Background: an optimization exercise with open tools, aiming at small area and a short achievable clock period. Do not read the settings as production practice.
Only simulation tests tie the RTL to the original design; equivalence was not proved.
Power and IR drop assume default switching activity.

## design/flow/design.v

```verilog
`timescale 1ns / 1ps
package dq_pkg;
  localparam int DEPTH_DEF      = 16;
  localparam int DATA_WIDTH_DEF = 32;
  localparam int CNT_W_DEF      = $clog2(DEPTH_DEF + 1);
endpackage
`timescale 1ns / 1ps
module double_ended_queue #(
  parameter int DEPTH      = dq_pkg::DEPTH_DEF,
  parameter int DATA_WIDTH = dq_pkg::DATA_WIDTH_DEF,
  parameter int CNT_W      = $clog2(DEPTH + 1)
) (
  input  logic                  clk,
  input  logic                  rst,
  input  logic                  req_valid,
  output logic                  req_ready,
  input  logic [1:0]            req_mode,
  input  logic [DATA_WIDTH-1:0] req_item_value,
  output logic                  rsp_valid,
  input  logic                  rsp_ready,
  output logic [DATA_WIDTH-1:0] rsp_popped_value,
  output logic [1:0]            rsp_status,
  output logic [CNT_W-1:0]      rsp_occupancy
);
  logic [DATA_WIDTH-1:0] mem [DEPTH];
  logic [DEPTH-1:0]      head;      
  logic [DEPTH-1:0]      tail;      
  logic [DEPTH-1:0]      head_m1;   
  logic [DEPTH-1:0]      tail_m1;   
  logic [CNT_W-1:0]      count;
  logic                  empty;
  logic fire, full, push, pop, do_push, do_pop;
  logic [CNT_W-1:0]      count_inc, count_dec;
  logic                  at_one;
  logic [DEPTH-1:0]      rd_sel;
  logic [DATA_WIDTH-1:0] rd_word;
  assign req_ready     = !rsp_valid || rsp_ready;
  assign fire          = req_valid && req_ready;
  assign full          = count[CNT_W-1];
  assign push          = !req_mode[1];
  assign pop           = req_mode[1];
  assign do_push       = fire && push && !full;
  assign do_pop        = fire && pop && !empty;
  assign rsp_occupancy = count;
  assign count_inc = count + 1'b1;
  assign count_dec = count - 1'b1;
  assign at_one    = (count == CNT_W'(1));
  assign head_m1 = {head[0], head[DEPTH-1:1]};
  assign tail_m1 = {tail[0], tail[DEPTH-1:1]};
  assign rd_sel = req_mode[0] ? tail_m1 : head;
  always_comb begin
    rd_word = '0;
    for (int i = 0; i < DEPTH; i++) begin
      rd_word = rd_word | ({DATA_WIDTH{rd_sel[i]}} & mem[i]);
    end
  end
  for (genvar i = 0; i < DEPTH; i++) begin : g_word
    logic we;
    assign we = do_push && (req_mode[0] ? tail[i] : head_m1[i]);
    always_ff @(posedge clk) begin
      if (we) mem[i] <= req_item_value;
    end
  end
  always_ff @(posedge clk) begin
    if (rst) begin
      head      <= DEPTH'(1);
      tail      <= DEPTH'(1);
      count     <= '0;
      empty     <= 1'b1;
      rsp_valid <= 1'b0;
    end else begin
      if (do_push) begin
        if (req_mode[0]) tail <= {tail[DEPTH-2:0], tail[DEPTH-1]};
        else             head <= head_m1;
        count <= count_inc;
        empty <= 1'b0;
      end
      if (do_pop) begin
        if (req_mode[0]) tail <= tail_m1;
        else             head <= {head[DEPTH-2:0], head[DEPTH-1]};
        count <= count_dec;
        empty <= at_one;
      end
      if (fire)           rsp_valid <= 1'b1;
      else if (rsp_ready) rsp_valid <= 1'b0;
    end
  end
  always_ff @(posedge clk) begin
    if (fire) begin
      rsp_popped_value <= pop ? (empty ? '1 : rd_word) : '0;
      rsp_status       <= (push && full) ? 2'd2 : ((pop && empty) ? 2'd1 : 2'd0);
    end
  end
endmodule
```

## design/flow/flow/run.sh

```bash
#!/bin/bash
# the standard layout with three changes: sizing may swap a cell for one of
# another footprint (so slow port buffers can become fast ones), the clock
# tree clusters up to 24 flip-flops per leaf buffer, and it adds no dummy
# loads. every tool's output stays in the orfs/logs folder; make's own
# output goes to standard.log.
set -euo pipefail
CTS="-sink_clustering_enable -repair_clock_nets -buf_list sky130_fd_sc_hd__clkbuf_16"
CTS="$CTS -sink_clustering_size 24 -sink_clustering_max_diameter 80 -dont_use_dummy_load"
bash standard.sh MATCH_CELL_FOOTPRINT=0 "CTS_ARGS=$CTS" finish > standard.log 2>&1
```

## design/flow/standard.sh

```bash
#!/bin/bash
# synth_recipe.tcl (not shown) runs the flow's synth.tcl, then flattens the netlist and writes it again
# the make line also repeats each setting of config.mk as NAME=value (left out here)
make -C /OpenROAD-flow-scripts/flow DESIGN_CONFIG=/design/flow/config.mk WORK_HOME=/design/flow/orfs CLKGATE_MAP_FILE= SYNTH_SCRIPT=/design/flow/synth_recipe.tcl "${@:-finish}"
```

## design/flow/config.mk

```make
export PLATFORM = sky130hd
export DESIGN_NAME = double_ended_queue
export DESIGN_NICKNAME = double_ended_queue
export VERILOG_FILES = /design/flow/design.v
export SDC_FILE = /design/flow/constraint.sdc
export NUM_CORES = 4
export LEC_CHECK = 0
export CAP_MARGIN = 20
export CORE_MARGIN = 2
export CORE_UTILIZATION = 62
export PLACE_DENSITY = 0.72
export SETUP_SLACK_MARGIN = 1.85
export SLEW_MARGIN = 20
export TNS_END_PERCENT = 0
```

## design/flow/constraint.sdc

```tcl
create_clock -name core_clock -period 3.5 [get_ports {clk}]
set_input_delay 0.7000 -clock core_clock [delete_from_list [all_inputs] [get_ports {clk}]]
set_output_delay 0.7000 -clock core_clock [all_outputs]
set_load 0.01 [all_outputs]
```

==> metrics.cfg, run 1 <==
[worst_setup_path]
critPathMaxStageDelay_ns=0.47
cp-end-kind=flop
path_cells=mux2_8 -> a22o_1 -> a221oi_2 -> nand4_1 -> o21a_1
start_kind=flop
critPathMaxFanout=7
crit_buf_inv=0
path_delay_family=compound AO/OA/AOI/OAI gates
slowest_stage=dfxtp_1
critPathRequiredTime_ns=3.83
critPathArrivalTime_ns=2.28
crit_type=flop to flop

[clock_tree]
insertion_delay_ns=0.58
cts_hold_buf=0
cts_htree_levels=1
cts_made_buffers=28
cts_buffer_depth=3
clkTransAtPathRegs_ns=0.10
cts_sinks=585
cts_tree=done
cts_root_buf=clkbuf_16

[power_and_ir_drop]
power_density_nw_per_um2=479
switching_share_pct=20.9
seq_power_share_pct=65.2
power_switching_w=0.00249
p_leak_nw=8.22
power_w=0.0119
internal_power_w=0.00945
clkPwrFrac_pct=28.4
vdd_drop_max_uv=500
combPwrFrac_pct=6.4

[route]
post-route-drc-count=0
dr_total_vias=12791
ant_nets=0
drtIter0Drc=2199
dr.pass1.iters=7
viasPerCell=7.18
avgRoutedWirePerCell_um=34.0
routed_wl_um=60600

[floorplanning]
die_y_um=191
dieArea_um2=36500
start_util_pct=62.9
top_level_ports=79
fp.dieW_um=191
placementRows=68
core_area_um2=34500

[sta]
rsz0062_at_grt=true
period_share_pct=55.7
relSlewSlack_pct=28.5
setup_viol_count_final=0
fin_setup_tns_ns=0
slew_violations=0
max_freq_mhz=513
clock_skew_ns=0.0261
hold_viol=0
min_period_ns=1.95
worst_slew_pin_slew_ns=1.07

[logic_synthesis]
syn_inst=1208
synth-main-ff-cell=edfxtp_1
async_flop_share_pct=0
ys_types=43
syn-cell-area_um2=21700
synth_top_area_share_pct=75.6
yosysSeqAreaShare_pct=79.2
yosysTopAreaCell=edfxtp_1
postSynthAreaPerCell_um2=17.9
synthTopCellsByArea=edfxtp_1 (76%), a22oi_1 (5.0%), dfxtp_1 (3.6%)
synth_edf_count=546
yosys_warnings=2
syn-num-nets=1249
synth_seq_cells=585

[final_layout]
layout_commonest_cell=edfxtp_1
fill_cells=2094
fin_area_um2=24900
final-seq-area_um2=17200
drive_above_1_share_pct=16.3
layout.nets=1368
layout_common_cells=edfxtp_1 (546), a22oi_1 (144), buf_4 (47), a22o_1 (46), dlymetal6s2s_1 (38)
multi_input_area_um2=4650
final_cells=1781
area.growth.synth_to_final_pct=15.0

[run]
maxCapViolCount=0

[grt]
antenna_found_initial=0
first_global_vias=12210
gr-total-overflow=0
grt.total_usage_pct=33.2
grt_start_max_net_pins=35
grt_pass1_wl_um=84900

[placed_design]
port_buffers=78
gp_congestion=0.777
placedCellCount=1705
dp_hpwl_um=26500
placed_cell_area_um2=23300

[run_status]
status=timing/DRC/antenna clean

[hold_path]
hp-class=input pin to flop

==> routing by layer <==
metal	up-vias	part of all wire [%]	GRT usage (%)
met4	0	4.3	10.9
met3	163	14	6.57
met2	1001	47	52.5
met1	6369	35	47.0
met5	-	0	0
li1	5258	-	-
==> state kept, by name, indices dropped and copies added (netlist names), named ones only <==
register / cells
rsp_status: 2
head: 15
rsp_valid: 1
rsp_popped_value: 32
tail: 2
empty: 1
count: 5
mem: 512
==> synth_stat cells, types with 2 or more instances <==
cell type,n
a22oi_1,145
a222oi_1,32
o21ai_0,2
edfxtp_1,546
clkbuf_1,39
buf_2,27
nor3_1,3
and2_1,2
ha_1,3
buf_4,5
mux2_2,9
nand2_1,5
buf_6,5
o22ai_1,3
nor2b_1,2
nor2_1,49
mux2i_1,26
inv_1,4
and3_1,3
nand4_1,32
a221oi_1,8
o21a_1,33
a21oi_1,37
dfxtp_1,39
o22a_1,2
mux2_4,6
a221oi_2,25
nand2b_1,6
nand3_1,35
a22o_1,46
a211oi_1,14
buf_1,4
==> power by group through the flow <==
stage / Combinational (W) / Clock, W / Sequential (W)
2_1_floorplan: 0.000341 / 0 / 0.00793
3_3_place_gp: 0.000657 / 0 / 0.00793
3_5_place_dp: 0.000673 / 0 / 0.00793
4_1_cts: 0.000734 / 0.00341 / 0.00778
5_1_grt: 0.000808 / 0.00362 / 0.00779
6_report: 0.000767 / 0.00339 / 0.00778
==> stage by stage <==
step	worst slack (ns)	hold slack [ns]	utilization, %
4_1_cts	1.58	0.461	71.7
2_1_floorplan	1.25	0.485	-
6_report	1.55	0.473	72.3
3_3_place_gp	0.393	0.534	67.7
5_1_grt	1.53	0.497	72.3
3_5_place_dp	0.324	0.543	67.7
==> worst reg2reg max path: cells and delay by family (launching register included) <==
kind	cells	cell delay, ns
compound gates	3	0.67
flops	1	0.47
mux	1	0.44
simple gates	1	0.14
==> what timing repair did <==
item / 4_1_cts / 5_1_grt
resized for setup: 107 / 12
cloned: 15 / 3
setup endpoints to repair: 657 / 619
buffers inserted: 16 / 13
pin swaps: 1 / 4
==> logic make-up (layout without fill, tap and decap cells) <==
kind of cell             Yosys count  count (layout)  share of synthesized area [%]
buffers and inverters             84             186                           1.87
adder cells (fa/ha/maj)            3               3                          0.173
AND/OR/NAND/NOR                  139             139                           3.18
XOR/XNOR                           2               2                         0.0808
flip-flops                       585             585                           79.2
AO/OA/AOI/OAI                    354             354                           13.4
other                              0               1                              0
multiplexers                      41              56                           2.08
==> cell type report <==
cell class	instances	share of cell area, %
multi-input cells	554	18.6
clock buffers	28	2.81
flip-flops and latches	585	69.0
diodes	1	0.0100
inverters	4	0.0602
well taps	455	2.28
repair buffers	154	7.17
==> path summary, 6_finish.rpt <==
kind	start	endpoint	cells past startpoint	slack [ns]
setup / recovery	flop	rsp_popped_value[28]$_SDFFCE_PN0P_	5	1.55
hold / removal	rsp_ready	rsp_valid$_SDFFE_PP0P_	3	0.47
setup reg to reg	flop	rsp_popped_value[28]$_SDFFCE_PN0P_	5	1.55
hold reg to reg	count[4]$_SDFFE_PP0P_	count[4]$_SDFFE_PP0P_	1	0.51
==> inputs of run 2 (changes only) <==
--- a/design/flow/config.mk
+++ b/design/flow/config.mk
@@ -9,6 +9,6 @@
 export CORE_MARGIN = 2
 export CORE_UTILIZATION = 62
 export PLACE_DENSITY = 0.72
-export SETUP_SLACK_MARGIN = 1.85
+export SETUP_SLACK_MARGIN = 1.95
 export SLEW_MARGIN = 20
 export TNS_END_PERCENT = 0
==> run 2 against run 1 <==
Wire length unchanged. Cell count unchanged. Critical path depth unchanged. Worst hold slack unchanged. Setup slack unchanged. Combinational power about the same. Power unchanged. Synthesized cell count unchanged. Clock power about the same. Via count unchanged. Register-to-register slack about the same. Critical path type unchanged.
==> metrics.cfg, run 2 <==
[clock_tree]
cts_tree=done  ; unchanged
cts_buffer_depth=3  ; unchanged
insertion_delay_ns=0.58  ; about the same
cts_sinks=585  ; unchanged
clkTransAtPathRegs_ns=0.10  ; about the same
cts_root_buf=clkbuf_16  ; unchanged
cts_htree_levels=1  ; unchanged
cts_hold_buf=0  ; unchanged
cts_made_buffers=28  ; unchanged

[logic_synthesis]
synth-main-ff-cell=edfxtp_1  ; unchanged
ys_types=43  ; unchanged
syn-cell-area_um2=21700  ; unchanged
synth_top_area_share_pct=75.6  ; unchanged
synthTopCellsByArea=edfxtp_1 (76%), a22oi_1 (5.0%), dfxtp_1 (3.6%)  ; unchanged
yosysSeqAreaShare_pct=79.2  ; unchanged
synth_most_common_cell=edfxtp_1  ; unchanged
yosys_warnings=2  ; unchanged
syn_inst=1208  ; unchanged
async_flop_share_pct=0  ; unchanged
synth_seq_cells=585  ; unchanged
syn-num-nets=1249  ; unchanged
yosysTopAreaCell=edfxtp_1  ; unchanged
postSynthAreaPerCell_um2=17.9  ; unchanged
ys_top_cells_by_count=edfxtp_1 (546), a22oi_1 (145), nor2_1 (49), a22o_1 (46)  ; unchanged
synth_edf_count=546  ; unchanged

[floorplanning]
placementRows=68  ; unchanged
die_y_um=191  ; unchanged
start_util_pct=62.9  ; unchanged
core_area_um2=34500  ; unchanged
dieArea_um2=36500  ; unchanged
fp.dieW_um=191  ; unchanged
top_level_ports=79  ; unchanged

[route]
ant_nets=0  ; unchanged
routed_wl_um=60600  ; unchanged
avgRoutedWirePerCell_um=34.0  ; unchanged
viasPerCell=7.18  ; unchanged
drtIter0Drc=2199  ; unchanged
post-route-drc-count=0  ; unchanged
dr_total_vias=12791  ; unchanged
dr.pass1.iters=7  ; unchanged

[final_layout]
layout_common_cells=edfxtp_1 (546), a22oi_1 (144), buf_4 (47), a22o_1 (46), dlymetal6s2s_1 (38)  ; unchanged
fill_cells=2094  ; unchanged
layout.nets=1368  ; unchanged
top_regs=mem (512), rsp_popped_value (32), head (15)  ; unchanged
largest_register_ffs=512  ; unchanged
area.growth.synth_to_final_pct=15.0  ; unchanged
final_cells=1781  ; unchanged
drive_above_1_share_pct=16.3  ; unchanged
largest-register=mem  ; unchanged
layout_commonest_cell=edfxtp_1  ; unchanged

[sta]
worst_slew_pin_slew_ns=1.07  ; unchanged
hold_viol=0  ; unchanged
fin_ws_ns=1.55  ; unchanged
rsz0062_at_grt=true  ; unchanged
clock_skew_ns=0.0261  ; unchanged
min_period_ns=1.95  ; unchanged
period_share_pct=55.7  ; unchanged
relSlewSlack_pct=28.5  ; unchanged
slew_violations=0  ; unchanged
setup_viol_count_final=0  ; unchanged
fin_setup_tns_ns=0  ; unchanged
hold_slack_ns=0.473  ; unchanged
max_freq_mhz=513  ; unchanged

[grt]
antenna_found_initial=0  ; unchanged
grt_pass1_wl_um=84900  ; unchanged
gr-total-overflow=0  ; unchanged
grt.total_usage_pct=33.2  ; unchanged
grt_start_max_net_pins=35  ; unchanged
first_global_vias=12210  ; unchanged

[power_and_ir_drop]
power_density_nw_per_um2=479  ; unchanged
vdd_drop_max_uv=500  ; unchanged
p_leak_nw=8.22  ; unchanged
power_w=0.0119  ; unchanged

[hold_path]
whs_path_depth=3  ; unchanged
hold_start=rsp_ready  ; unchanged
min_to=rsp_valid$_SDFFE_PP0P_  ; unchanged
hp-class=input pin to flop  ; unchanged

[placed_design]
placedCellCount=1705  ; unchanged
port_buffers=78  ; unchanged
dp_hpwl_um=26500  ; unchanged
dpl_worst_slack_ns=0.324  ; unchanged
gp_congestion=0.777  ; unchanged

[worst_setup_path]
worst-r2r-cell-count=5  ; unchanged
start_kind=flop  ; unchanged
ff2ff_setup_slack_ns=1.55  ; about the same
critPathMaxStageDelay_ns=0.47  ; about the same
r2r-end=rsp_popped_value[28]$_SDFFCE_PN0P_  ; unchanged
cp-end-kind=flop  ; unchanged
slowest_stage=dfxtp_1  ; unchanged
path_cells=mux2_8 -> a22o_1 -> a221oi_2 -> nand4_1 -> o21a_1  ; unchanged
crit_type=flop to flop  ; unchanged
critPathArrivalTime_ns=2.28  ; about the same
critPathRequiredTime_ns=3.83  ; about the same
critPathMaxFanout=7  ; unchanged

[run]
maxCapViolCount=0  ; unchanged

[run_status]
status=timing/DRC/antenna clean  ; unchanged

## run 2: through the flow
step,utilization [%],cell area (µm²)
5_1_grt,72.3,24900
6_report,72.3,24900
3_5_place_dp,67.7,23300
2_1_floorplan,-,21900
3_3_place_gp,67.7,23300
4_1_cts,71.7,24700
## run 2: area by class of cell
class                      instances  area, µm²  area share (%)
antenna                            1       2.50          0.0100
tap                              455        569            2.28
timing repair buffer             154       1790            7.17
clock buffer                      28        701            2.81
inverter                           4       15.0          0.0602
multi-input combinational        554       4650            18.6
sequential                       585      17200            69.0
## run 2: kinds of logic after synthesis
family | after synthesis | synth area share [%]
flops | 585 | 79.2
buf+inv | 84 | 1.87
mux | 41 | 2.08
compound gates | 354 | 13.4
xor+xnor | 2 | 0.0808
simple gates | 139 | 3.18
fa+ha+maj | 3 | 0.173
## run 2: power breakdown
| group | leakage (nW) | internal, W | switching (W) |
|---|---|---|---|
| combinational | 2.61 | 0.000298 | 0.000469 |
| sequential | 5.27 | 0.00773 | 0.0000561 |
| clock | 0.345 | 0.00142 | 0.00197 |
| total | 8.22 | 0.00945 | 0.00249 |
## run 2: metal layers
layer  vias to the layer above  GRT usage (%)  routed length [µm]  part of all wire, %
met5                         -              0                   0                    0
met4                         0           10.9                2630                  4.3
met3                       163           6.57                8240                   14
met2                      1001           52.5               28300                   47
met1                      6369           47.0               21400                   35
li1                       5258              -                   -                    -
## run 2: worst max path at each step
| stage | start | end |
|---|---|---|
| 2_1_floorplan | req_mode[1] | mem[0][0]$_DFFE_PP_ |
| 3_3_place_gp | req_mode[0] | rsp_popped_value[5]$_SDFFCE_PN0P_ |
| 3_5_place_dp | req_mode[0] | rsp_popped_value[10]$_SDFFCE_PN0P_ |
| 4_1_cts | rsp_popped_value[11]$_SDFFCE_PN0P_ | rsp_popped_value[11] |
| 5_1_grt | flop | rsp_popped_value[8]$_SDFFCE_PN0P_ |
| 6_report | flop | rsp_popped_value[28]$_SDFFCE_PN0P_ |
## run 2: critical path: cells and delay by family (launching register included)
family             cells  cell delay (ns)
and+or+nand+nor        1             0.14
DFF                    1             0.47
AOI/OAI and AO/OA      3             0.67
muxes                  1             0.44
## run 2: what timing repair did
action                     in CTS  in global routing
gates resized for setup       107                 12
setup buffers                  16                 13
pin swaps                       1                  4
setup endpoints to repair     657                641
gates cloned                   15                  3
==> inputs of run 3 (changes only) <==
--- a/design/flow/design.v
+++ b/design/flow/design.v
@@ -47,7 +47,7 @@
   assign at_one    = (count == CNT_W'(1));
   assign head_m1 = {head[0], head[DEPTH-1:1]};
   assign tail_m1 = {tail[0], tail[DEPTH-1:1]};
-  assign rd_sel = req_mode[0] ? tail_m1 : head;
+  assign rd_sel = (pop && !empty) ? (req_mode[0] ? tail_m1 : head) : '0;
   always_comb begin
     rd_word = '0;
     for (int i = 0; i < DEPTH; i++) begin
@@ -87,7 +87,7 @@
   end
   always_ff @(posedge clk) begin
     if (fire) begin
-      rsp_popped_value <= pop ? (empty ? '1 : rd_word) : '0;
+      rsp_popped_value <= rd_word | {DATA_WIDTH{pop && empty}};
       rsp_status       <= (push && full) ? 2'd2 : ((pop && empty) ? 2'd1 : 2'd0);
     end
   end
--- a/design/flow/config.mk
+++ b/design/flow/config.mk
@@ -7,8 +7,8 @@
 export LEC_CHECK = 0
 export CAP_MARGIN = 20
 export CORE_MARGIN = 2
-export CORE_UTILIZATION = 62
-export PLACE_DENSITY = 0.72
-export SETUP_SLACK_MARGIN = 1.95
+export CORE_UTILIZATION = 55
+export PLACE_DENSITY = 0.65
+export SETUP_SLACK_MARGIN = 1.85
 export SLEW_MARGIN = 20
 export TNS_END_PERCENT = 0
==> run 3 against run 2 <==
Still clean on timing, DRC and antenna. Register-to-register slack worse by 0.14 ns. Sequential cell count unchanged. Cell area up 1.9%.
==> metrics.cfg, run 3 <==
[logic_synthesis]
syn-cell-area_um2=21800  ; was 21700 µm²
async_flop_share_pct=0  ; unchanged
synth_most_common_cell=edfxtp_1  ; unchanged
synth-xor-area-share_pct=0.121  ; was 0.0808%
ys_types=45  ; was 43
yosysSeqAreaShare_pct=78.9  ; was 79.2%
synth-main-ff-cell=edfxtp_1  ; unchanged
ys_top_cells_by_count=edfxtp_1 (546), a22oi_1 (193), nand2_1 (68), nor2_1 (60), clkbuf_1 (49)  ; was edfxtp_1 (546), a22oi_1 (145), nor2_1 (49), a22o_1 (46)
synthTopCellsByArea=edfxtp_1 (75%), a22oi_1 (6.7%), dfxtp_1 (3.6%)  ; was edfxtp_1 (76%), a22oi_1 (5.0%), dfxtp_1 (3.6%)
synth_compound_area_share_pct=11.5  ; was 13.4%
synth_top_family_by_area=compound AO/OA/AOI/OAI gates  ; unchanged
synth.area.mux_share_pct=2.23  ; was 2.08%
synth_edf_count=546  ; unchanged
yosys_warnings=2  ; unchanged
syn-num-nets=1337  ; was 1249
postSynthAreaPerCell_um2=16.8  ; was 17.9 µm²
synthAdderAreaFrac_pct=0.173  ; about the same
synth_top_area_share_pct=75.3  ; was 75.6%
syn_inst=1296  ; was 1208
yosysTopAreaCell=edfxtp_1  ; unchanged
yosys.area_share.simple_pct=5.09  ; was 3.18%
synth_seq_cells=585  ; unchanged

[final_layout]
area.growth.synth_to_final_pct=16.8  ; was 15.0%
top_regs=mem (512), rsp_popped_value (32), head (15)  ; unchanged
layout.nets=1473  ; was 1368
layout_common_cells=edfxtp_1 (546), a22oi_1 (180), nand2_1 (67), buf_4 (56), dlymetal6s2s_1 (41)  ; was edfxtp_1 (546), a22oi_1 (144), buf_4 (47), a22o_1 (46), dlymetal6s2s_1 (38)
largest_register_ffs=512  ; unchanged
final_util_pct=65.4  ; was 72.3%
drive_above_1_share_pct=15.0  ; was 16.3%
layout_commonest_cell=edfxtp_1  ; unchanged
fill_cells=2659  ; was 2094
largest-register=mem  ; unchanged

[worst_setup_path]
critPathMaxFanout=19  ; was 7
critPathRequiredTime_ns=3.82  ; was 3.83 ns
crit_start=req_mode[0]
start_kind=input pin  ; was flop
critPathArrivalTime_ns=2.43  ; was 2.28 ns
ff2ff_setup_slack_ns=1.41  ; was 1.55 ns
cp-end-kind=flop  ; unchanged
worst-r2r-cell-count=6  ; was 5
crit_type=input pin to flop  ; was flop to flop
reg2reg_from=head[15]$_SDFF_PP0_
r2r-end=rsp_popped_value[9]$_DFFE_PP_  ; was rsp_popped_value[28]$_SDFFCE_PN0P_

[clock_tree]
cts_buffer_depth=3  ; unchanged
clkTransAtPathRegs_ns=0.09  ; was 0.10 ns
cts_sinks=585  ; unchanged
cts_htree_levels=1  ; unchanged
cts_root_buf=clkbuf_16  ; unchanged
cts_tree=done  ; unchanged
insertion_delay_ns=0.58  ; about the same
cts_made_buffers=28  ; unchanged
cts_hold_buf=0  ; unchanged

[route]
routed_wl_um=59600  ; was 60600 µm
highest_layer=met4  ; unchanged
dr_total_vias=12987  ; was 12791
met2_wirelength_um=28000  ; was 28300 µm
viasPerCell=6.66  ; was 7.18
post-route-drc-count=0  ; unchanged
avgRoutedWirePerCell_um=30.6  ; was 34.0 µm
drtIter0Drc=1597  ; was 2199
wl_met1_um=23600  ; was 21400 µm
route.met3.wl_um=6100  ; was 8240 µm
dr.pass1.iters=6  ; was 7
ant_nets=0  ; unchanged

[placed_design]
gp_congestion=0.811  ; was 0.777
dpl_worst_slack_ns=0.168  ; was 0.324 ns
port_buffers=78  ; unchanged
dp_hpwl_um=29400  ; was 26500 µm

[grt]
gr-total-overflow=0  ; unchanged
first_global_vias=12346  ; was 12210
grt_pass1_wl_um=85600  ; was 84900 µm
grt.total_usage_pct=29.0  ; was 33.2%
grt_start_max_net_pins=35  ; unchanged
antenna_found_initial=2  ; was 0

[run_status]
status=timing/DRC/antenna clean  ; unchanged

[run]
maxCapViolCount=0  ; unchanged

[hold_path]
whs_path_depth=3  ; unchanged
hold_start=req_mode[0]  ; was rsp_ready
hp-class=input pin to flop  ; unchanged

[sta]
max_freq_mhz=475  ; was 513 MHz
fin_ws_ns=1.40  ; was 1.55 ns
clock_skew_ns=0.0162  ; was 0.0261 ns
setup_viol_count_final=0  ; unchanged
rsz0062_at_grt=true  ; unchanged
period_share_pct=60.1  ; was 55.7%
worst_slew_pin_slew_ns=1.12  ; was 1.07 ns
slew_violations=0  ; unchanged
hold_slack_ns=0.501  ; was 0.473 ns
fin_setup_tns_ns=0  ; unchanged
min_period_ns=2.10  ; was 1.95 ns
relSlewSlack_pct=25.2  ; was 28.5%
hold_viol=0  ; unchanged

[power_and_ir_drop]
power_density_nw_per_um2=473  ; was 479 nW/µm²
p_leak_nw=8.52  ; was 8.22 nW
vdd_drop_max_uv=404  ; was 500 µV
power_w=0.0120  ; was 0.0119 W

[floorplanning]
fp.dieW_um=203  ; was 191 µm
core_area_um2=38800  ; was 34500 µm²
placementRows=72  ; was 68
dieArea_um2=41200  ; was 36500 µm²
die_y_um=203  ; was 191 µm
top_level_ports=79  ; unchanged
start_util_pct=56.0  ; was 62.9%

## run 3: changes by cell type after synthesis, sizes merged, moves of 15 or more
cell    delta
o21a      -33
a22oi     +51
o21ai     +15
mux2i     +15
a22o      -42
a221oi    -28
or3       +29
nand2     +63
## run 3: logic make-up after synthesis
logic type	count (synthesis)
AND/OR/NAND/NOR	234
AO/OA/AOI/OAI	338
XOR/XNOR	3
flip-flops	585
multiplexers	46
adder cells (fa/ha/maj)	3
buffers and inverters	87
## run 3: worst max-delay path by stage
stage                                                end  slack [ns]  cells after the start
after floorplan           rsp_popped_value[10]$_DFFE_PP_        1.14                      8
after detailed placement   rsp_popped_value[9]$_DFFE_PP_        0.17                      8
after global routing      rsp_popped_value[20]$_DFFE_PP_        1.34                      7
final                     rsp_popped_value[10]$_DFFE_PP_        1.40                      8
after global placement    rsp_popped_value[28]$_DFFE_PP_        0.27                      7
after CTS                 rsp_popped_value[10]$_DFFE_PP_        1.43                      8
## run 3: cell type report
cell class                      count  area (µm²)  share of cell area (%)
Antenna cell                        1        2.50                 0.00985
Tap cell                          518         648                    2.55
Sequential cell                   585       17200                    67.7
Multi-Input combinational cell    636        4700                    18.5
Inverter                            5        18.8                  0.0739
Clock buffer                       28         701                    2.76
Timing Repair Buffer              176        2150                    8.45
## run 3: per-stage QoR
step	instances	area, µm²
floorplan	1296	22000
global placement	1861	23600
detailed placement	1865	23700
CTS	1941	25300
global route	1949	25400
finish	1949	25400
## run 3: power by group
group | switching [W] | total [W] | internal (W)
clock | 0.00197 | 0.00340 | 0.00142
sequential | 0.0000664 | 0.00785 | 0.00778
combinational | 0.000467 | 0.000766 | 0.000299
total | 0.00251 | 0.0120 | 0.00951
## run 3: critical path, cell delays in order
cell and delay [ns]:
buf_16 0.13, buf_4 0.14, mux2_4 0.32, and2_1 0.18, buf_6 0.20, a22oi_1 0.19
nand4_1 0.16, a2111o_1 0.38
## run 3: timing repair
item,4_1_cts,5_1_grt
gates cloned,16,1
gates resized for setup,114,3
pin swaps,13,3
endpoints found under the setup margin,657,657
setup buffers,32,6
## run 3: metal layers
metal	track usage, %	up-vias
li1	-	5496
met1	41.6	6645
met2	46.2	734
met3	4.78	112
met4	8.73	0
met5	0	-
==> inputs of run 4 (changes only) <==
--- a/design/flow/design.v
+++ b/design/flow/design.v
@@ -23,8 +23,11 @@
   output logic [CNT_W-1:0]      rsp_occupancy
 );
   logic [DATA_WIDTH-1:0] mem [DEPTH];
+  localparam int PTR_W = $clog2(DEPTH);
+  logic [PTR_W-1:0]      head_ptr;  
+  logic [PTR_W-1:0]      tail_ptr;  
   logic [DEPTH-1:0]      head;      
-  logic [DEPTH-1:0]      tail;      
+  logic [DEPTH-1:0]      tail;
   logic [DEPTH-1:0]      head_m1;   
   logic [DEPTH-1:0]      tail_m1;   
   logic [CNT_W-1:0]      count;
@@ -45,9 +48,15 @@
   assign count_inc = count + 1'b1;
   assign count_dec = count - 1'b1;
   assign at_one    = (count == CNT_W'(1));
+  always_comb begin
+    for (int i = 0; i < DEPTH; i++) begin
+      head[i] = (head_ptr == PTR_W'(i));
+      tail[i] = (tail_ptr == PTR_W'(i));
+    end
+  end
   assign head_m1 = {head[0], head[DEPTH-1:1]};
   assign tail_m1 = {tail[0], tail[DEPTH-1:1]};
-  assign rd_sel = (pop && !empty) ? (req_mode[0] ? tail_m1 : head) : '0;
+  assign rd_sel = req_mode[0] ? tail_m1 : head;
   always_comb begin
     rd_word = '0;
     for (int i = 0; i < DEPTH; i++) begin
@@ -63,21 +72,21 @@
   end
   always_ff @(posedge clk) begin
     if (rst) begin
-      head      <= DEPTH'(1);
-      tail      <= DEPTH'(1);
+      head_ptr  <= '0;
+      tail_ptr  <= '0;
       count     <= '0;
       empty     <= 1'b1;
       rsp_valid <= 1'b0;
     end else begin
       if (do_push) begin
-        if (req_mode[0]) tail <= {tail[DEPTH-2:0], tail[DEPTH-1]};
-        else             head <= head_m1;
+        if (req_mode[0]) tail_ptr <= tail_ptr + 1'b1;
+        else             head_ptr <= head_ptr - 1'b1;
         count <= count_inc;
         empty <= 1'b0;
       end
       if (do_pop) begin
-        if (req_mode[0]) tail <= tail_m1;
-        else             head <= {head[DEPTH-2:0], head[DEPTH-1]};
+        if (req_mode[0]) tail_ptr <= tail_ptr - 1'b1;
+        else             head_ptr <= head_ptr + 1'b1;
         count <= count_dec;
         empty <= at_one;
       end
@@ -87,7 +96,7 @@
   end
   always_ff @(posedge clk) begin
     if (fire) begin
-      rsp_popped_value <= rd_word | {DATA_WIDTH{pop && empty}};
+      rsp_popped_value <= pop ? (empty ? '1 : rd_word) : '0;
       rsp_status       <= (push && full) ? 2'd2 : ((pop && empty) ? 2'd1 : 2'd0);
     end
   end
==> run 4 against run 3 <==
Area after synthesis decreased by 2.8%. Non-clock buffer count increased by 23. Cell area decreased by 1.9%. Via count is 1.8% lower. First-iteration DRC count down 11%. Still clean. Register-to-register slack worse by 0.15 ns. Setup slack got worse by 0.14 ns. Power decreased by 2.5%. Combinational power grew 11%. Cell count shrank 3.5%. Worst hold slack gained 0.0034 ns. Sequential share of layout area is 0.49 points lower.
==> metrics.cfg, run 4 <==
[run_status]
status=timing/DRC/antenna clean  ; unchanged

[sta]
fin_ws_ns=1.26  ; was 1.40 ns
min_period_ns=2.24  ; was 2.10 ns
max_freq_mhz=446  ; was 475 MHz
worst_slew_pin_slew_ns=0.654  ; was 1.12 ns
setup_viol_count_final=0  ; unchanged
relSlewSlack_pct=56.3  ; was 25.2%
rsz0062_at_grt=true  ; unchanged
hold_viol=0  ; unchanged
slew_violations=0  ; unchanged
period_share_pct=64.1  ; was 60.1%
clock_skew_ns=0.0501  ; was 0.0162 ns

[worst_setup_path]
start_kind=flop  ; was input pin
crit_buf_inv=2  ; was 3
critPathRequiredTime_ns=3.82  ; about the same
path_delay_family=compound AO/OA/AOI/OAI gates  ; unchanged
crit_type=flop to flop  ; was input pin to flop
slowest_stage=dfxtp_4  ; was a2111o_1
path_cells=buf_4 -> ha_4 -> nor4bb_1 -> or2_1 -> buf_8 -> a22o_1 -> a221oi_2 -> a41oi_1  ; was buf_16 -> buf_4 -> mux2_4 -> and2_1 -> buf_6 -> a22oi_1 -> nand4_1 -> a2111o_1
cp-end-kind=flop  ; unchanged
critPathMaxFanout=23  ; was 19
critPathArrivalTime_ns=2.57  ; was 2.43 ns
critPathMaxStageDelay_ns=0.38  ; about the same

[floorplanning]
dieArea_um2=40000  ; was 41200 µm²
fp.dieW_um=200  ; was 203 µm
start_util_pct=56.0  ; about the same
die_y_um=200  ; was 203 µm
placementRows=71  ; was 72
top_level_ports=79  ; unchanged
core_area_um2=37800  ; was 38800 µm²

[hold_path]
hp-class=flop to flop  ; was input pin to flop

[route]
avgRoutedWirePerCell_um=30.4  ; was 30.6 µm
ant_nets=0  ; unchanged
viasPerCell=6.78  ; was 6.66
post-route-drc-count=0  ; unchanged
dr.pass1.iters=5  ; was 6
routed_wl_um=57200  ; was 59600 µm
dr_total_vias=12749  ; was 12987
drtIter0Drc=1427  ; was 1597

[final_layout]
largest_register_ffs=512  ; unchanged
layout.nets=1423  ; was 1473
area.growth.synth_to_final_pct=17.8  ; was 16.8%
layout_common_cells=edfxtp_1 (546), o21ai_0 (110), a22o_1 (84), buf_4 (77), clkdlybuf4s50_1 (46)  ; was edfxtp_1 (546), a22oi_1 (180), nand2_1 (67), buf_4 (56), dlymetal6s2s_1 (41)
largest-register=mem  ; unchanged
diodes=0  ; was 1
top_regs=mem (512), rsp_popped_value (32), count (5)  ; was mem (512), rsp_popped_value (32), head (15)
fin_area_um2=24900  ; was 25400 µm²
layout_commonest_cell=edfxtp_1  ; unchanged
final_cells=1881  ; was 1949
fill_cells=2610  ; was 2659
drive_above_1_share_pct=18.4  ; was 15.0%

[grt]
grt.total_usage_pct=28.4  ; was 29.0%
grt_start_max_net_pins=36  ; was 35
first_global_vias=12673  ; was 12346
gr-total-overflow=0  ; unchanged
grt_pass1_wl_um=83800  ; was 85600 µm
antenna_found_initial=1  ; was 2

[placed_design]
port_buffers=78  ; unchanged
dpl_worst_slack_ns=-0.119  ; was 0.168 ns
gp_congestion=0.790  ; was 0.811
dp_hpwl_um=31100  ; was 29400 µm
placed_cell_area_um2=23200  ; was 23700 µm²
placedCellCount=1813  ; was 1865

[clock_tree]
cts_root_buf=clkbuf_16  ; unchanged
insertion_delay_ns=0.60  ; was 0.58 ns
cts_buffer_depth=3  ; unchanged
cts_made_buffers=28  ; unchanged
clkTransAtPathRegs_ns=0.10  ; was 0.09 ns
cts_tree=done  ; unchanged
cts_sinks=561  ; was 585
cts_hold_buf=0  ; unchanged
cts_htree_levels=1  ; unchanged

[logic_synthesis]
yosys_warnings=2  ; unchanged
postSynthAreaPerCell_um2=17.2  ; was 16.8 µm²
synth_most_common_cell=edfxtp_1  ; unchanged
synthTopCellsByArea=edfxtp_1 (78%), a22o_1 (3.5%), o21ai_0 (2.6%)  ; was edfxtp_1 (75%), a22oi_1 (6.7%), dfxtp_1 (3.6%)
synth_seq_cells=561  ; was 585
syn-num-nets=1280  ; was 1337
synth_top_area_share_pct=77.5  ; was 75.3%
ys_types=49  ; was 45
ys_top_cells_by_count=edfxtp_1 (546), o21ai_0 (110), a22o_1 (84), a21oi_1 (45), clkbuf_1 (44)  ; was edfxtp_1 (546), a22oi_1 (193), nand2_1 (68), nor2_1 (60), clkbuf_1 (49)
async_flop_share_pct=0  ; unchanged
syn-cell-area_um2=21200  ; was 21800 µm²
syn_inst=1229  ; was 1296
synth_edf_count=546  ; unchanged
yosysTopAreaCell=edfxtp_1  ; unchanged
yosysSeqAreaShare_pct=78.9  ; about the same
synth-main-ff-cell=edfxtp_1  ; unchanged

[power_and_ir_drop]
vdd_drop_max_uv=407  ; was 404 µV
power_density_nw_per_um2=470  ; was 473 nW/µm²
p_leak_nw=8.14  ; was 8.52 nW

[run]
maxCapViolCount=0  ; unchanged

==> run 4: cell count changes after synthesis, sizes merged, moves of 16 or more <==
cell and delta:
o21ai +92, nand2 -61, nand3 -27, a22o +80, or3 -29, a41oi +30, mux2i -40, a211oi -27
a221oi +26, nor3 +27, nand4 +16, nor2 -26, a22oi -175, dfxtp -24
==> run 4: kinds of logic (layout without fill, tap and decap cells) <==
kind of cell,after synthesis,count (layout),share of synthesized area (%)
mux,2,2,0.101
fa+ha+maj,13,13,0.769
flops,561,561,78.9
xor+xnor,8,8,0.331
compound gates,370,370,12.5
simple gates,178,179,5.22
buf+inv,97,237,2.12
==> run 4: per-layer routing <==
metal	GRT usage (%)	wire (µm)	up-vias
met1	40.3	23300	6635
li1	-	-	5359
met5	0	0	-
met3	3.86	4760	116
met4	9.41	1810	0
met2	46.1	27200	639
==> run 4: final timing paths <==
check                              start                           endpoint  slack (ns)  cells past startpoint
setup / recovery  head_ptr[1]$_SDFF_PP0_  rsp_popped_value[3]$_SDFFCE_PN0P_        1.26                      8
hold reg to reg    count[4]$_SDFFE_PP0P_              count[4]$_SDFFE_PP0P_        0.50                      1
setup reg to reg  head_ptr[1]$_SDFF_PP0_  rsp_popped_value[3]$_SDFFCE_PN0P_        1.26                      8
hold / removal     count[4]$_SDFFE_PP0P_              count[4]$_SDFFE_PP0P_        0.50                      1
==> run 4: cell type report <==
class                           count  area (µm²)  share of cell area, %
Sequential cell                   561       16700                   67.2
Multi-Input combinational cell    572        4570                   18.4
Timing Repair Buffer              199        2220                   8.91
Clock buffer                       28         701                   2.81
Tap cell                          511         639                   2.57
Inverter                           10        45.0                  0.181
==> run 4: per-stage QoR <==
step	TNS [ns]	power (W)	util (%)	hold WS [ns]
6_report	0	0.0117	66.0	0.505
4_1_cts	0	0.0117	65.7	0.511
2_1_floorplan	0	0.00798	-	0.501
5_1_grt	0	0.0120	66.0	0.520
3_5_place_dp	-0.119	0.00839	61.6	0.550
3_3_place_gp	-0.0425	0.00838	61.6	0.535
==> run 4: worst reg2reg max path, stage by stage, from the launching register on <==
cell	delay [ns]
dfxtp_4	0.38
buf_4	0.15
ha_4	0.17
nor4bb_1	0.14
or2_1	0.28
buf_8	0.20
a22o_1	0.29
a221oi_2	0.25
a41oi_1	0.15
==> run 4: repair_timing <==
action,4_1_cts,5_1_grt
buffers inserted,29,6
resized for setup,144,10
pin swaps,27,6
gates cloned,4,1
setup endpoints to repair,633,633
==> run 4: power by group <==
group | internal, W | total, W | switching, W
sequential | 0.00745 | 0.00750 | 0.0000503
combinational | 0.000347 | 0.000847 | 0.000500
clock | 0.00142 | 0.00336 | 0.00194
==> inputs of run 5 (changes only) <==
--- a/design/flow/design.v
+++ b/design/flow/design.v
@@ -23,11 +23,8 @@
   output logic [CNT_W-1:0]      rsp_occupancy
 );
   logic [DATA_WIDTH-1:0] mem [DEPTH];
-  localparam int PTR_W = $clog2(DEPTH);
-  logic [PTR_W-1:0]      head_ptr;  
-  logic [PTR_W-1:0]      tail_ptr;  
   logic [DEPTH-1:0]      head;      
-  logic [DEPTH-1:0]      tail;
+  logic [DEPTH-1:0]      tail;      
   logic [DEPTH-1:0]      head_m1;   
   logic [DEPTH-1:0]      tail_m1;   
   logic [CNT_W-1:0]      count;
@@ -48,12 +45,6 @@
   assign count_inc = count + 1'b1;
   assign count_dec = count - 1'b1;
   assign at_one    = (count == CNT_W'(1));
-  always_comb begin
-    for (int i = 0; i < DEPTH; i++) begin
-      head[i] = (head_ptr == PTR_W'(i));
-      tail[i] = (tail_ptr == PTR_W'(i));
-    end
-  end
   assign head_m1 = {head[0], head[DEPTH-1:1]};
   assign tail_m1 = {tail[0], tail[DEPTH-1:1]};
   assign rd_sel = req_mode[0] ? tail_m1 : head;
@@ -72,21 +63,21 @@
   end
   always_ff @(posedge clk) begin
     if (rst) begin
-      head_ptr  <= '0;
-      tail_ptr  <= '0;
+      head      <= DEPTH'(1);
+      tail      <= DEPTH'(1);
       count     <= '0;
       empty     <= 1'b1;
       rsp_valid <= 1'b0;
     end else begin
       if (do_push) begin
-        if (req_mode[0]) tail_ptr <= tail_ptr + 1'b1;
-        else             head_ptr <= head_ptr - 1'b1;
+        if (req_mode[0]) tail <= {tail[DEPTH-2:0], tail[DEPTH-1]};
+        else             head <= head_m1;
         count <= count_inc;
         empty <= 1'b0;
       end
       if (do_pop) begin
-        if (req_mode[0]) tail_ptr <= tail_ptr - 1'b1;
-        else             head_ptr <= head_ptr + 1'b1;
+        if (req_mode[0]) tail <= tail_m1;
+        else             head <= {head[DEPTH-2:0], head[DEPTH-1]};
         count <= count_dec;
         empty <= at_one;
       end
==> design/flow/flow/run.sh (replaced) <==
#!/bin/bash
# the standard layout with four changes: the port buffers are plain buf_2
# cells (not delay cells), sizing may swap a cell for one of another
# footprint, the clock tree clusters up to 24 flip-flops per leaf buffer,
# and it adds no dummy loads. every tool's output stays in the orfs/logs
# folder; make's own output goes to standard.log.
set -euo pipefail
CTS="-sink_clustering_enable -repair_clock_nets -buf_list sky130_fd_sc_hd__clkbuf_16"
CTS="$CTS -sink_clustering_size 24 -sink_clustering_max_diameter 80 -dont_use_dummy_load"
bash standard.sh MATCH_CELL_FOOTPRINT=0 "CTS_ARGS=$CTS" \
  "BUFFER_PORTS_ARGS=-buffer_cell sky130_fd_sc_hd__buf_2" finish > standard.log 2>&1
--- a/design/flow/config.mk
+++ b/design/flow/config.mk
@@ -7,8 +7,8 @@
 export LEC_CHECK = 0
 export CAP_MARGIN = 20
 export CORE_MARGIN = 2
-export CORE_UTILIZATION = 55
-export PLACE_DENSITY = 0.65
+export CORE_UTILIZATION = 62
+export PLACE_DENSITY = 0.72
 export SETUP_SLACK_MARGIN = 1.85
 export SLEW_MARGIN = 20
 export TNS_END_PERCENT = 0
==> run 5 against run 4 <==
First-iteration DRC count increased by 43%. Setup slack gained 0.30 ns. Combinational power shrank 11%. Register-to-register slack improved by 0.31 ns. Count of clock-buffer cells in the layout did not move. Wire length is 5.6% higher. Clock skew shrank 0.012 ns. Largest cell class unchanged. Highest routed layer unchanged.
==> metrics.cfg, run 5 <==
[route]
post-route-drc-count=0  ; unchanged
dr.pass1.iters=8  ; was 5
ant_nets=0  ; unchanged
viasPerCell=7.22  ; was 6.78
drtIter0Drc=2037  ; was 1427
dr_total_vias=12980  ; was 12749
routed_wl_um=60400  ; was 57200 µm
avgRoutedWirePerCell_um=33.6  ; was 30.4 µm

[grt]
grt_start_max_net_pins=40  ; was 36
first_global_vias=12258  ; was 12673
gr-total-overflow=0  ; unchanged
grt.total_usage_pct=33.4  ; was 28.4%
antenna_found_initial=2  ; was 1
grt_pass1_wl_um=85600  ; was 83800 µm

[sta]
max_freq_mhz=514  ; was 446 MHz
setup_viol_count_final=0  ; unchanged
hold_viol=0  ; unchanged
min_period_ns=1.95  ; was 2.24 ns
slew_violations=0  ; unchanged
worst_slew_pin_slew_ns=0.752  ; was 0.654 ns
rsz0062_at_grt=true  ; unchanged
fin_ws_ns=1.55  ; was 1.26 ns
clock_skew_ns=0.0386  ; was 0.0501 ns
relSlewSlack_pct=49.9  ; was 56.3%
fin_setup_tns_ns=0  ; unchanged
period_share_pct=55.6  ; was 64.1%
hold_slack_ns=0.399  ; was 0.505 ns

[clock_tree]
cts_hold_buf=0  ; unchanged
cts_sinks=585  ; was 561
cts_tree=done  ; unchanged
clkTransAtPathRegs_ns=0.10  ; about the same
cts_root_buf=clkbuf_16  ; unchanged
cts_buffer_depth=3  ; unchanged
cts_htree_levels=1  ; unchanged
cts_made_buffers=28  ; unchanged
insertion_delay_ns=0.59  ; was 0.60 ns

[placed_design]
dpl_worst_slack_ns=0.312  ; was -0.119 ns
gp_congestion=0.774  ; was 0.790
port_buffers=78  ; unchanged
dp_hpwl_um=26600  ; was 31100 µm

[final_layout]
largest-register=mem  ; unchanged
layout.nets=1385  ; was 1423
layout_commonest_cell=edfxtp_1  ; unchanged
drive_above_1_share_pct=22.7  ; was 18.4%
layout_common_cells=edfxtp_1 (546), a22oi_1 (145), buf_2 (77), buf_4 (60), a22o_1 (45)  ; was edfxtp_1 (546), o21ai_0 (110), a22o_1 (84), buf_4 (77), clkdlybuf4s50_1 (46)
largest_register_ffs=512  ; unchanged
area.growth.synth_to_final_pct=13.6  ; was 17.8%
top_regs=mem (512), rsp_popped_value (32), head (15)  ; was mem (512), rsp_popped_value (32), count (5)
final_util_pct=71.5  ; was 66.0%

[logic_synthesis]
ys_types=43  ; was 49
syn_inst=1208  ; was 1229
synthTopCellsByArea=edfxtp_1 (76%), a22oi_1 (5.0%), dfxtp_1 (3.6%)  ; was edfxtp_1 (78%), a22o_1 (3.5%), o21ai_0 (2.6%)
synth_most_common_cell=edfxtp_1  ; unchanged
synth_edf_count=546  ; unchanged
async_flop_share_pct=0  ; unchanged
yosysTopAreaCell=edfxtp_1  ; unchanged
yosysSeqAreaShare_pct=79.2  ; was 78.9%
syn-cell-area_um2=21700  ; was 21200 µm²
synth-main-ff-cell=edfxtp_1  ; unchanged
ys_top_cells_by_count=edfxtp_1 (546), a22oi_1 (145), nor2_1 (49), a22o_1 (46)  ; was edfxtp_1 (546), o21ai_0 (110), a22o_1 (84), a21oi_1 (45), clkbuf_1 (44)
syn-num-nets=1249  ; was 1280
synth_top_area_share_pct=75.6  ; was 77.5%
synth_seq_cells=585  ; was 561
postSynthAreaPerCell_um2=17.9  ; was 17.2 µm²
yosys_warnings=2  ; unchanged

[power_and_ir_drop]
vdd_drop_max_uv=576  ; was 407 µV
clkPwrFrac_pct=28.6  ; was 28.7%
power_density_nw_per_um2=486  ; was 470 nW/µm²
combPwrFrac_pct=6.3  ; was 7.2%
internal_power_w=0.00943  ; was 0.00922 W
seq_power_share_pct=65.1  ; was 64.1%
switching_share_pct=21.2  ; about the same
power_switching_w=0.00253  ; was 0.00249 W
p_leak_nw=7.92  ; was 8.14 nW

[worst_setup_path]
start_kind=input pin  ; was flop
critPathArrivalTime_ns=2.29  ; was 2.57 ns
path_cells=buf_16 -> buf_12 -> mux2_8 -> a22o_1 -> a221oi_2 -> nand4_1 -> o21a_1  ; was buf_4 -> ha_4 -> nor4bb_1 -> or2_1 -> buf_8 -> a22o_1 -> a221oi_2 -> a41oi_1
path_delay_family=compound AO/OA/AOI/OAI gates  ; unchanged
cp-end-kind=flop  ; unchanged
crit_type=input pin to flop  ; was flop to flop
critPathMaxStageDelay_ns=0.44  ; was 0.38 ns
slowest_stage=mux2_8  ; was dfxtp_4
crit_buf_inv=2  ; unchanged
critPathMaxFanout=12  ; was 23
critPathRequiredTime_ns=3.84  ; was 3.82 ns

[floorplanning]
fp.dieW_um=191  ; was 200 µm
start_util_pct=62.9  ; was 56.0%
die_y_um=191  ; was 200 µm
top_level_ports=79  ; unchanged
core_area_um2=34500  ; was 37800 µm²
placementRows=68  ; was 71
dieArea_um2=36500  ; was 40000 µm²

[run]
maxCapViolCount=0  ; unchanged

[run_status]
status=timing/DRC/antenna clean  ; unchanged

[hold_path]
hp-class=input pin to flop  ; was flop to flop

==> run 5: changes by cell type in the layout (fill, tap and decap cells not counted), moves of 26 or more <==
cell | previous run | this run
dlymetal6s2s_1 | 30 | 0
a22oi_1 | 21 | 145
o21ai_0 | 110 | 2
nand3_1 | 1 | 34
buf_2 | 0 | 77
a22o_1 | 84 | 45
o21a_1 | 7 | 33
a41oi_1 | 27 | 0
clkdlybuf4s50_1 | 46 | 0
==> run 5: cell type report <==
class	count	area, µm²
timing repair buffer	168	1420
inverter	4	15.0
multi-input combinational	557	4720
tap	455	569
clock buffer	28	701
antenna	1	2.50
sequential	585	17200
fill	2122	9820
==> run 5: cell families (layout without fill, tap and decap cells) <==
logic type | count (synthesis) | in the layout | share of synthesized area, %
simple gates | 139 | 139 | 3.18
flops | 585 | 585 | 79.2
fa+ha+maj | 3 | 3 | 0.173
buf+inv | 84 | 200 | 1.87
other cells | 0 | 1 | 0
xor+xnor | 2 | 2 | 0.0808
mux | 41 | 59 | 2.08
compound gates | 354 | 354 | 13.4
==> run 5: worst reg2reg max path: cells and delay by family, from the launching register on <==
family	cells	cell delay, ns
AO/OA/AOI/OAI	3	0.68
AND/OR/NAND/NOR	1	0.18
flip-flops	1	0.43
multiplexers	1	0.40
==> run 5: power by group through the flow <==
stage	combinational (W)	clock, W	sequential (W)
floorplan	0.000341	0	0.00793
global placement	0.000601	0	0.00793
detailed placement	0.000616	0	0.00793
CTS	0.000725	0.00343	0.00778
global route	0.000794	0.00367	0.00779
finish	0.000757	0.00342	0.00778
==> run 5: final timing paths <==
path / startpoint / cells past startpoint / to / slack, ns
max: req_mode[0] / 7 / rsp_popped_value[16]$_SDFFCE_PN0P_ / 1.55
max reg2reg: flop / 5 / rsp_popped_value[10]$_SDFFCE_PN0P_ / 1.57
min reg2reg: count[4]$_SDFFE_PP0P_ / 1 / count[4]$_SDFFE_PP0P_ / 0.53
min: req_mode[0] / 2 / tail[15]$_SDFF_PP0_ / 0.40
==> run 5: metrics by stage <==
step	power [W]	cell area (µm²)	std cells
floorplan	0.00827	21900	1208
global placement	0.00853	22900	1704
detailed placement	0.00854	22900	1704
CTS	0.0119	24400	1783
global route	0.0122	24600	1798
finish	0.0120	24600	1798
==> run 5: what timing repair did <==
action,4_1_cts,5_1_grt
cloned,20,2
buffers inserted,31,12
pin swaps,8,7
endpoints found under the setup margin,621,450
resized for setup,61,11
hold endpoints to repair,0,0
==> run 5: routing by layer <==
metal  GRT usage (%)  part of all wire (%)  vias up
li1                -                     -     5305
met4            13.9                   4.6        0
met3            5.93                    12      169
met2            53.1                    47      982
met1            46.3                    37     6524
met5               0                     0        -
==> inputs of run 6 (changes only) <==
--- a/design/flow/config.mk
+++ b/design/flow/config.mk
@@ -7,8 +7,8 @@
 export LEC_CHECK = 0
 export CAP_MARGIN = 20
 export CORE_MARGIN = 2
-export CORE_UTILIZATION = 62
-export PLACE_DENSITY = 0.72
+export CORE_UTILIZATION = 68
+export PLACE_DENSITY = 0.78
 export SETUP_SLACK_MARGIN = 1.85
 export SLEW_MARGIN = 20
 export TNS_END_PERCENT = 0
==> run 6 against run 5 <==
Area after synthesis stayed put. Synthesized cell count stayed put. Via count is 2.8% higher. Power is 0.14% lower. Sequential share of layout area is 0.23 points higher. Clock skew is 0.018 ns higher. Worst hold slack better by 0.028 ns. Count of clock-buffer cells in the layout stayed put. Non-clock buffer count is 2 lower.
==> metrics.cfg, run 6 <==
[logic_synthesis]
postSynthAreaPerCell_um2=17.9  ; unchanged
synth.area.mux_share_pct=2.08  ; unchanged
synth_top_family_by_area=compound AO/OA/AOI/OAI gates  ; unchanged
yosys.area_share.simple_pct=3.18  ; unchanged
async_flop_share_pct=0  ; unchanged
synthAdderAreaFrac_pct=0.173  ; unchanged
syn-cell-area_um2=21700  ; unchanged
syn_inst=1208  ; unchanged
synth_edf_count=546  ; unchanged
synth-main-ff-cell=edfxtp_1  ; unchanged
yosysTopAreaCell=edfxtp_1  ; unchanged
ys_top_cells_by_count=edfxtp_1 (546), a22oi_1 (145), nor2_1 (49), a22o_1 (46)  ; unchanged
synth-xor-area-share_pct=0.0808  ; unchanged
synth_seq_cells=585  ; unchanged
syn-num-nets=1249  ; unchanged
synthTopCellsByArea=edfxtp_1 (76%), a22oi_1 (5.0%), dfxtp_1 (3.6%)  ; unchanged
synth_most_common_cell=edfxtp_1  ; unchanged
ys_types=43  ; unchanged
yosysSeqAreaShare_pct=79.2  ; unchanged
yosys_warnings=2  ; unchanged
synth_compound_area_share_pct=13.4  ; unchanged
synth_top_area_share_pct=75.6  ; unchanged

[sta]
hold_viol=0  ; unchanged
fin_setup_tns_ns=0  ; unchanged
relSlewSlack_pct=43.2  ; was 49.9%
hold_slack_ns=0.427  ; was 0.399 ns
rsz0062_at_grt=true  ; unchanged
clock_skew_ns=0.0561  ; was 0.0386 ns
setup_viol_count_final=0  ; unchanged
max_freq_mhz=510  ; was 514 MHz
slew_violations=0  ; unchanged
worst_slew_pin_slew_ns=0.851  ; was 0.752 ns
period_share_pct=56.0  ; was 55.6%
min_period_ns=1.96  ; was 1.95 ns

[clock_tree]
insertion_delay_ns=0.60  ; was 0.59 ns
cts_tree=done  ; unchanged
clkTransAtPathRegs_ns=0.09  ; was 0.10 ns
cts_buffer_depth=3  ; unchanged
cts_sinks=585  ; unchanged
cts_htree_levels=1  ; unchanged
cts_root_buf=clkbuf_16  ; unchanged
cts_hold_buf=0  ; unchanged
cts_made_buffers=28  ; unchanged

[route]
dr.pass1.iters=9  ; was 8
avgRoutedWirePerCell_um=35.4  ; was 33.6 µm
dr_total_vias=13337  ; was 12980
viasPerCell=7.67  ; was 7.22
drtIter0Drc=2590  ; was 2037
post-route-drc-count=0  ; unchanged
ant_nets=0  ; unchanged
routed_wl_um=61600  ; was 60400 µm

[power_and_ir_drop]
vdd_drop_max_uv=410  ; was 576 µV
power_density_nw_per_um2=487  ; was 486 nW/µm²
clkPwrFrac_pct=28.5  ; was 28.6%
internal_power_w=0.00943  ; about the same
switching_share_pct=21.1  ; was 21.2%
power_switching_w=0.00252  ; was 0.00253 W
combPwrFrac_pct=6.3  ; about the same
seq_power_share_pct=65.2  ; was 65.1%
p_leak_nw=7.89  ; was 7.92 nW

[floorplanning]
placementRows=65  ; was 68
start_util_pct=68.9  ; was 62.9%
dieArea_um2=33300  ; was 36500 µm²
core_area_um2=31500  ; was 34500 µm²
fp.dieW_um=183  ; was 191 µm
top_level_ports=79  ; unchanged
die_y_um=183  ; was 191 µm

[final_layout]
layout_common_cells=edfxtp_1 (546), a22oi_1 (145), buf_2 (77), buf_4 (56), a22o_1 (46)  ; was edfxtp_1 (546), a22oi_1 (145), buf_2 (77), buf_4 (60), a22o_1 (45)
drive_above_1_share_pct=21.8  ; was 22.7%
largest_register_ffs=512  ; unchanged
top_regs=mem (512), rsp_popped_value (32), head (15)  ; unchanged
layout.nets=1379  ; was 1385
final_cells=1738  ; was 1798
layout_commonest_cell=edfxtp_1  ; unchanged
largest-register=mem  ; unchanged
final-seq-area_um2=17200  ; about the same
area.growth.synth_to_final_pct=13.2  ; was 13.6%
multi_input_area_um2=4650  ; was 4720 µm²
diodes=0  ; was 1
fill_cells=1663  ; was 2122

[grt]
grt.total_usage_pct=36.7  ; was 33.4%
first_global_vias=12760  ; was 12258
antenna_found_initial=4  ; was 2
grt_pass1_wl_um=86100  ; was 85600 µm
grt_start_max_net_pins=40  ; unchanged
gr-total-overflow=0  ; unchanged

[placed_design]
port_buffers=78  ; unchanged
placedCellCount=1652  ; was 1704
dp_hpwl_um=25900  ; was 26600 µm
gp_congestion=0.810  ; was 0.774

[hold_path]
hp-class=input pin to flop  ; unchanged

[worst_setup_path]
cp-end-kind=flop  ; unchanged
critPathRequiredTime_ns=3.82  ; was 3.84 ns
start_kind=input pin  ; unchanged
critPathMaxFanout=8  ; was 12
critPathArrivalTime_ns=2.28  ; was 2.29 ns
crit_type=input pin to flop  ; unchanged

[run_status]
status=timing/DRC/antenna clean  ; unchanged

[run]
maxCapViolCount=0  ; unchanged

==> run 6: layout make-up <==
type,instances,area share (%)
well taps,402,2.05
multi-input cells,553,19.0
clock buffers,28,2.86
flip-flops and latches,585,70.1
inverters,4,0.0612
repair buffers,166,5.98
==> run 6: power groups by stage <==
stage	logic, W	registers [W]	clock network [W]
after floorplan	0.000341	0.00793	0
after global placement	0.000596	0.00793	0
after detailed placement	0.000618	0.00793	0
after CTS	0.000703	0.00778	0.00338
after global routing	0.000785	0.00779	0.00360
final	0.000751	0.00778	0.00341
==> run 6: through the flow <==
stage | setup slack, ns | cell area [µm²] | util, % | total power (W)
6_report | 1.54 | 24500 | 77.9 | 0.0119
5_1_grt | 1.51 | 24500 | 77.9 | 0.0122
4_1_cts | 1.57 | 24300 | 77.1 | 0.0119
3_5_place_dp | 0.228 | 22800 | 72.5 | 0.00854
3_3_place_gp | 0.288 | 22800 | 72.5 | 0.00852
2_1_floorplan | 1.25 | 21900 | - | 0.00827
==> run 6: layer usage <==
layer	wire length, µm	global-route usage, %	vias to the layer above
met5	27	0	-
met2	28500	57.5	1260
met3	9710	8.56	238
li1	-	-	5281
met1	20500	50.6	6554
met4	2950	15.6	4
==> run 6: timing repair <==
item	CTS	global route
gates cloned	16	3
buffers inserted	21	18
endpoints found under the setup margin	650	551
pin swaps	11	8
resized for setup	55	14
==> run 6: kinds of logic after synthesis <==
logic type               count (synthesis)
flip-flops                             585
multiplexers                            41
adder cells (fa/ha/maj)                  3
AO/OA/AOI/OAI                          354
buffers and inverters                   84
AND/OR/NAND/NOR                        139
XOR/XNOR                                 2
==> run 6: path summary, 6_finish.rpt <==
kind                            cells after the start                  start  slack (ns)                                  to
worst max-delay path                                7            req_mode[0]        1.54  rsp_popped_value[26]$_SDFFCE_PN0P_
worst min-delay path                                3              req_valid        0.43              rsp_valid$_SDFFE_PP0P_
worst max register to register                      5                   flop        1.56  rsp_popped_value[15]$_SDFFCE_PN0P_
worst min register to register                      1  count[4]$_SDFFE_PP0P_        0.54               count[4]$_SDFFE_PP0P_
==> run 6: critical path, stage by stage <==
cell,delay (ns)
buf_16,0.13
buf_12,0.14
buf_4,0.16
mux2_4,0.41
a222oi_1,0.39
nand4_1,0.16
o21a_1,0.19
==> inputs of run 7 (changes only) <==
--- a/design/flow/design.v
+++ b/design/flow/design.v
@@ -85,10 +85,12 @@
       else if (rsp_ready) rsp_valid <= 1'b0;
     end
   end
+  logic [DATA_WIDTH-1:0] popped_value_next;
+  logic [1:0]            status_next;
+  assign popped_value_next = pop ? (empty ? '1 : rd_word) : '0;
+  assign status_next       = (push && full) ? 2'd2 : ((pop && empty) ? 2'd1 : 2'd0);
   always_ff @(posedge clk) begin
-    if (fire) begin
-      rsp_popped_value <= pop ? (empty ? '1 : rd_word) : '0;
-      rsp_status       <= (push && full) ? 2'd2 : ((pop && empty) ? 2'd1 : 2'd0);
-    end
+    rsp_popped_value <= fire ? popped_value_next : (rsp_popped_value & {DATA_WIDTH{rsp_valid}});
+    rsp_status       <= fire ? status_next : (rsp_status & {2{rsp_valid}});
   end
 endmodule
--- a/design/flow/config.mk
+++ b/design/flow/config.mk
@@ -7,8 +7,8 @@
 export LEC_CHECK = 0
 export CAP_MARGIN = 20
 export CORE_MARGIN = 2
-export CORE_UTILIZATION = 68
-export PLACE_DENSITY = 0.78
+export CORE_UTILIZATION = 62
+export PLACE_DENSITY = 0.72
 export SETUP_SLACK_MARGIN = 1.85
 export SLEW_MARGIN = 20
 export TNS_END_PERCENT = 0
==> run 7 against run 6 <==
Sequential share of layout area decreased by 1.1 points. Worst hold slack improved by 0.029 ns. Register-to-register slack improved by 0.02 ns. Combinational power increased by 42%. Sequential power increased by 0.5%. Clock skew decreased by 0.0033 ns. Power increased by 3.0%. Setup slack improved by 0.043 ns. Critical path depth decreased by 2. Synthesized cell count increased by 6.4%.
==> metrics.cfg, run 7 <==
[logic_synthesis]
async_flop_share_pct=0  ; unchanged
yosysTopAreaCell=edfxtp_1  ; unchanged
syn-cell-area_um2=21600  ; was 21700 µm²
synth-main-ff-cell=edfxtp_1  ; unchanged
synth_most_common_cell=edfxtp_1  ; unchanged
yosys_warnings=2  ; unchanged
synth_edf_count=512  ; was 546
ys_top_cells_by_count=edfxtp_1 (512), a22oi_1 (168), dfxtp_1 (73), nand2_1 (67), nor2_1 (52)  ; was edfxtp_1 (546), a22oi_1 (145), nor2_1 (49), a22o_1 (46)
synth_seq_cells=585  ; unchanged
ys_types=39  ; was 43
syn-num-nets=1326  ; was 1249
syn_inst=1285  ; was 1208

[final_layout]
drive_above_1_share_pct=18.6  ; was 21.8%
largest_register_ffs=512  ; unchanged
final_util_pct=71.1  ; was 77.9%
final-seq-area_um2=16900  ; was 17200 µm²

[route]
avgRoutedWirePerCell_um=32.8  ; was 35.4 µm
ant_nets=0  ; unchanged
dr_total_vias=13296  ; was 13337
dr.pass1.iters=5  ; was 9

[clock_tree]
cts_made_buffers=28  ; unchanged
insertion_delay_ns=0.61  ; was 0.60 ns
cts_buffer_depth=3  ; unchanged
cts_hold_buf=0  ; unchanged
cts_htree_levels=1  ; unchanged
clkTransAtPathRegs_ns=0.09  ; about the same

[sta]
fin_setup_tns_ns=0  ; unchanged
slew_violations=0  ; unchanged
rsz0062_at_grt=true  ; unchanged

[placed_design]
gp_congestion=0.800  ; was 0.810

[floorplanning]
placementRows=68  ; was 65
core_area_um2=34400  ; was 31500 µm²
die_y_um=191  ; was 183 µm
dieArea_um2=36300  ; was 33300 µm²

[run_status]
status=timing/DRC/antenna clean  ; unchanged

[worst_setup_path]
critPathRequiredTime_ns=3.94  ; was 3.82 ns
crit_type=flop to flop  ; was input pin to flop
ff2ff_setup_slack_ns=1.58  ; was 1.56 ns
path_cells=mux2_8 -> buf_4 -> a221oi_1 -> nand4_1 -> a2bb2oi_1  ; was buf_16 -> buf_12 -> buf_4 -> mux2_4 -> a222oi_1 -> nand4_1 -> o21a_1
cp-end-kind=flop  ; unchanged
critPathMaxFanout=8  ; unchanged

[power_and_ir_drop]
clkPwrFrac_pct=27.7  ; was 28.5%
p_leak_nw=7.94  ; was 7.89 nW
power_switching_w=0.00277  ; was 0.00252 W

[grt]
grt_pass1_wl_um=80600  ; was 86100 µm
gr-total-overflow=0  ; unchanged
grt_start_max_net_pins=39  ; was 40

[hold_path]
hold_start=req_valid  ; unchanged
whs_path_depth=3  ; unchanged

-- run 7: how the worst max path moves through the flow --
stage,startpoint,endpoint,slack [ns],cells after the start
2_1_floorplan,req_mode[0],mem[1][0]$_DFFE_PP_,1.18,6
3_3_place_gp,req_mode[0],rsp_popped_value[6]$_DFF_P_,0.58,7
3_5_place_dp,req_mode[0],rsp_popped_value[26]$_DFF_P_,0.55,7
4_1_cts,req_mode[0],rsp_popped_value[18]$_DFF_P_,1.50,7
5_1_grt,flop,rsp_popped_value[8]$_DFF_P_,1.55,5
6_report,flop,rsp_popped_value[8]$_DFF_P_,1.58,5
-- run 7: stage by stage --
| step | power [W] | setup slack (ns) | hold WS (ns) | instance area [µm²] |
|---|---|---|---|---|
| finish | 0.0123 | 1.58 | 0.456 | 24400 |
| global route | 0.0126 | 1.55 | 0.466 | 24400 |
| CTS | 0.0122 | 1.50 | 0.444 | 23700 |
| detailed placement | 0.00884 | 0.554 | 0.439 | 22600 |
| global placement | 0.00882 | 0.584 | 0.431 | 22600 |
| floorplan | 0.00847 | 1.18 | 0.483 | 21700 |
-- run 7: cell type report --
type	count	area share (%)
well taps	455	2.33
clock buffers	28	2.87
multi-input cells	625	20.0
flip-flops and latches	585	69.0
inverters	7	0.108
repair buffers	156	5.69
-- run 7: logic make-up (layout without fill, tap and decap cells) --
group | count (synthesis) | after routing | share of synthesized area, %
flip-flops | 585 | 585 | 78.0
AND/OR/NAND/NOR | 211 | 211 | 4.82
buffers and inverters | 89 | 191 | 2.06
multiplexers | 43 | 57 | 2.21
adder cells (fa/ha/maj) | 3 | 3 | 0.174
XOR/XNOR | 3 | 3 | 0.122
AO/OA/AOI/OAI | 351 | 351 | 12.6
-- run 7: worst reg2reg max path: cells and delay by family (launching register included) --
| family | cells | cell delay [ns] |
|---|---|---|
| AOI/OAI and AO/OA | 2 | 0.48 |
| buffers and inverters | 1 | 0.20 |
| DFF | 1 | 0.50 |
| muxes | 1 | 0.47 |
| and+or+nand+nor | 1 | 0.15 |
-- run 7: timing repair --
| action | in CTS | in global routing |
|---|---|---|
| gates resized for setup | 31 | 66 |
| pin swaps | 3 | 3 |
| cloned | 5 | 13 |
| buffers inserted | 9 | 27 |
| hold endpoints to repair | 0 | 0 |
| endpoints found under the setup margin | 618 | 601 |
-- run 7: power groups by stage --
| stage | registers (W) | logic [W] | clock network [W] |
|---|---|---|---|
| floorplan | 0.00794 | 0.000522 | 0 |
| global placement | 0.00794 | 0.000876 | 0 |
| detailed placement | 0.00795 | 0.000894 | 0 |
| CTS | 0.00780 | 0.000948 | 0.00340 |
| global route | 0.00783 | 0.00112 | 0.00362 |
| finish | 0.00782 | 0.00107 | 0.00341 |
-- run 7: metal layers --
| layer | GRT usage (%) | wire [µm] |
|---|---|---|
| met1 | 44.9 | 22700 |
| met2 | 49.2 | 28100 |
| met3 | 5.70 | 7540 |
| met4 | 11.3 | 2610 |
| met5 | 0 | 13 |

Check on run 7: ideal ports give 1.582 ns setup slack; a clkbuf_16 on the clock port and buf_2 on the inputs give 1.536 ns; moving port delays by the midpoint clock arrival (0.631 ns) as well gives 0.906 ns.
